From an optimization exercise on the open Yosys and OpenROAD flow, aimed at small area and a short achievable clock period; shortcuts taken in it are not production practice.
Only simulation tests tie the RTL to the original design; equivalence was not proved.
Power and IR drop assume default switching activity.

== red ==
==> flow/design.v (excerpt) <==
module fdiv_mul #(
   parameter int unsigned FINV_LAT = 3
) (
   input  logic        clk,
   input  logic        rst,
   input  logic        in_valid,
   input  logic [31:0] x,
   input  logic [31:0] y,
   input  logic [31:0] y_inv,
   output logic        out_valid,
   output logic [31:0] q,
   output logic        dbz
);
   logic [7:0] vld;
   always_ff @(posedge clk) begin
      if (rst) vld <= '0;
      else     vld <= {vld[6:0], in_valid};
   end
   assign out_valid = vld[7];
   logic [31:0] d0x;
   logic        d0yz, d0yi, d0ys;
   always_ff @(posedge clk) begin
      d0x  <= x;
      d0yz <= (y[30:23] == 8'h00);
      d0yi <= (y[30:23] == 8'hFF);
      d0ys <= y[31];
   end
   wire xi = (d0x[30:23] == 8'hFF);
   wire xz = (d0x[30:23] == 8'h00);
   wire sp = d0yz | d0yi | xi | xz;
   wire [31:0] rec;
   assign rec[31]    = sp ? (d0x[31] ^ d0ys) : d0x[31];
   assign rec[30:23] = d0yz ? 8'hFF : (d0yi ? 8'h00 : d0x[30:23]);
   assign rec[22:1]  = d0x[22:1];
   assign rec[0]     = d0yz | (~sp & d0x[0]);
   logic [31:0] d1, d2, d3, d4;
   always_ff @(posedge clk) begin
      d1 <= rec;
      d2 <= d1;
      d3 <= d2;
      d4 <= d3;
   end
   wire [24:0] bb = {1'b1, y_inv[22:0], 1'b0};
   logic [10:0] bneg;
   logic [11:0] bone, btwo;
   logic [7:0]  ve;
   logic        vs;
   always_ff @(posedge clk) begin
      for (int i = 0; i < 12; i++) begin
         bone[i] <= bb[2*i+1] ^ bb[2*i];
         btwo[i] <= (bb[2*i+2] & ~bb[2*i+1] & ~bb[2*i]) | (~bb[2*i+2] & bb[2*i+1] & bb[2*i]);
      end
      for (int i = 0; i < 11; i++) begin
         bneg[i] <= bb[2*i+2];
      end
      ve <= y_inv[30:23];
      vs <= y_inv[31];
   end
   wire [22:0] am = d4[22:0];
   wire [25:0] aa = {2'b01, am, 1'b0};   
   logic [24:0] pp0, pp1, pp2, pp3, pp4, pp5, pp6, pp7, pp8, pp9, pp10, pp11;
   always_comb begin
      for (int k = 0; k < 25; k++) begin
         pp0[k]  = ((bone[0]  & aa[k+1]) | (btwo[0]  & aa[k])) ^ bneg[0];
         pp1[k]  = ((bone[1]  & aa[k+1]) | (btwo[1]  & aa[k])) ^ bneg[1];
         pp2[k]  = ((bone[2]  & aa[k+1]) | (btwo[2]  & aa[k])) ^ bneg[2];
         pp3[k]  = ((bone[3]  & aa[k+1]) | (btwo[3]  & aa[k])) ^ bneg[3];
         pp4[k]  = ((bone[4]  & aa[k+1]) | (btwo[4]  & aa[k])) ^ bneg[4];
  ...
export LEC_CHECK = 0
export CAP_MARGIN = 20
export CORE_MARGIN = 2
export CORE_UTILIZATION = 40
export SLEW_MARGIN = 20
export SETUP_SLACK_MARGIN = 6.15
export CTS_ARGS = -sink_clustering_enable -repair_clock_nets -dont_use_dummy_load -root_buf sky130_fd_sc_hd__clkbuf_16 -buf_list sky130_fd_sc_hd__clkbuf_8
export BUFFER_PORTS_ARGS = -buffer_cell sky130_fd_sc_hd__buf_1
export PRE_RESIZE_TCL = /design/flow/flow/outbuf.tcl
create_clock -name core_clock -period 9.0 [get_ports {clk}]
standard.sh (not shown) runs the stock make flow with config.mk's settings and CLKGATE_MAP_FILE= SYNTH_SCRIPT=/design/flow/synth_recipe.tcl, a recipe that flattens the netlist after the stock synthesis.
==> flow/flow/run.sh <==
#!/bin/bash
# The standard layout (standard.sh, with its unchanged synthesis), plus:
#  - flow/outbuf.tcl (PRE_RESIZE hook): sizes the output-port buffers up.
#  - flow/fapol.py: after synthesis, choose each full adder's polarity to drop
#    the inverters Yosys leaves between adders (registers untouched).
# The SDC (clock period, I/O delays, loads) is not touched.
set -euo pipefail
cat flow/settings.mk >> config.mk
echo "export PRE_RESIZE_TCL = $PWD/flow/outbuf.tcl" >> config.mk
bash standard.sh synth > synth.log 2>&1
R=orfs/results/sky130hd/fdiv_mul/base
cp $R/1_2_yosys.v $R/1_2_yosys.orig.v
python3 flow/fapol.py $R/1_2_yosys.orig.v $R/1_2_yosys.v > fapol.log 2>&1
rm -f $R/1_synth.odb $R/1_synth.sdc
bash standard.sh > standard.log 2>&1
==> flow/flow/settings.mk <==
export SETUP_SLACK_MARGIN = 6.15
export CTS_ARGS = -sink_clustering_enable -repair_clock_nets -dont_use_dummy_load -root_buf sky130_fd_sc_hd__clkbuf_16 -buf_list sky130_fd_sc_hd__clkbuf_8
export BUFFER_PORTS_ARGS = -buffer_cell sky130_fd_sc_hd__buf_1
Other scripts of this flow, unchanged in this note and not shown: flow/flow/fapol.py, flow/flow/outbuf.tcl
red was carried through to the last stage, and its layout satisfied the timing, DRC and antenna checks.
Inputs modified between red and blue:
- a change of SETUP_SLACK_MARGIN from 6.15 to 6.05
- a change of CTS_ARGS from -sink_clustering_enable -repair_clock_nets -dont_use_dummy_load -root_buf sky130_fd_sc_hd__clkbuf_16 -buf_list sky130_fd_sc_hd__clkbuf_8 to -sink_clustering_enable -repair_clock_nets -dont_use_dummy_load
==> flow/flow/settings.mk <==
export SETUP_SLACK_MARGIN = 6.05
export CTS_ARGS = -sink_clustering_enable -repair_clock_nets -dont_use_dummy_load
export BUFFER_PORTS_ARGS = -buffer_cell sky130_fd_sc_hd__buf_1
Notes after the runs:
- Between blue and red, it is blue whose met2 track utilization from global routing is higher, by 1.3 points.
- red -> blue: horizontal die dimension flat
- Between blue and red, the fraction of standard cell area that is sequential figures differ only marginally.
- Going from red to blue, sum of net half-perimeters after detailed placement grew slightly.
- blue vs red: design area down slightly
- Wire length per cell after detailed routing: blue vs red up 0.38 um
Input-level comparison between green and blue:
- changing SETUP_SLACK_MARGIN from 6.05 to 6.22
diff --git a/flow/flow/settings.mk b/flow/flow/settings.mk
--- a/flow/flow/settings.mk
+++ b/flow/flow/settings.mk
@@ -1 +1 @@
-export SETUP_SLACK_MARGIN = 6.05
+export SETUP_SLACK_MARGIN = 6.22
==> comparison <==
- The final layout from green, which completed every stage, passed the timing, DRC and antenna checks at the end of the flow.
- blue → green: end-of-flow core utilization shows an increase of 0.79 points; power grew by about 0.4%.
- Compared with blue, green shows portion of the layout cell area used by non-clock buffers higher by 1.0 points.
- blue ended up with sky130_fd_sc_hd__fa_1 as its cell type of the slowest stage on the worst timing path; green ended up with sky130_fd_sc_hd__dfxtp_2.
- reg2out as the startpoint-to-endpoint class of the critical path was reported by green, and reg2reg by blue.
- Worst slew margin relative to its limit is lower on blue
- Taking blue as the reference, in green sequential share of layout area lower; largest fanout on the critical path has decreased; setup slack on the worst flop-to-flop path grew by 0.20 ns.
- Taking blue as the reference, in green number of cells on the critical path shrank by 6; area taken by multi-input logic gates grew by about 0.7%.
- Worst clock skew for green is lower than for blue.

-- afterwards: timing with drivers on the ports --
Ports are ideal in the flow. The routed layouts listed here were re-timed in OpenROAD.
Step 1, drivers: a clkbuf_16 drives clk and a buf_2 each remaining input, both assumed.
Step 2 also shifts input and output timing later by t, the mid clock arrival at the registers, as if the neighbouring blocks saw the same clock.
a / b / c = ideal / step 1 / step 2; a / b = the first two.
run	t, ns	setup slack, ns	hold slack, ns	latest minus earliest clock arrival (ns)	slew at the worst register clock pin (ns)
red	0.610	6.151 / 6.132 / 6.151	0.291 / 0.291 / 0.291	0.041 / 0.042	0.06 / 0.06
blue	0.633	6.085 / 6.051 / 6.085	0.298 / 0.298 / 0.298	0.051 / 0.051	0.06 / 0.06
green	0.619	6.169 / 6.113 / 6.276	0.308 / 0.308 / 0.308	0.035 / 0.035	0.06 / 0.06
After both steps setup and hold are still met in every run listed.
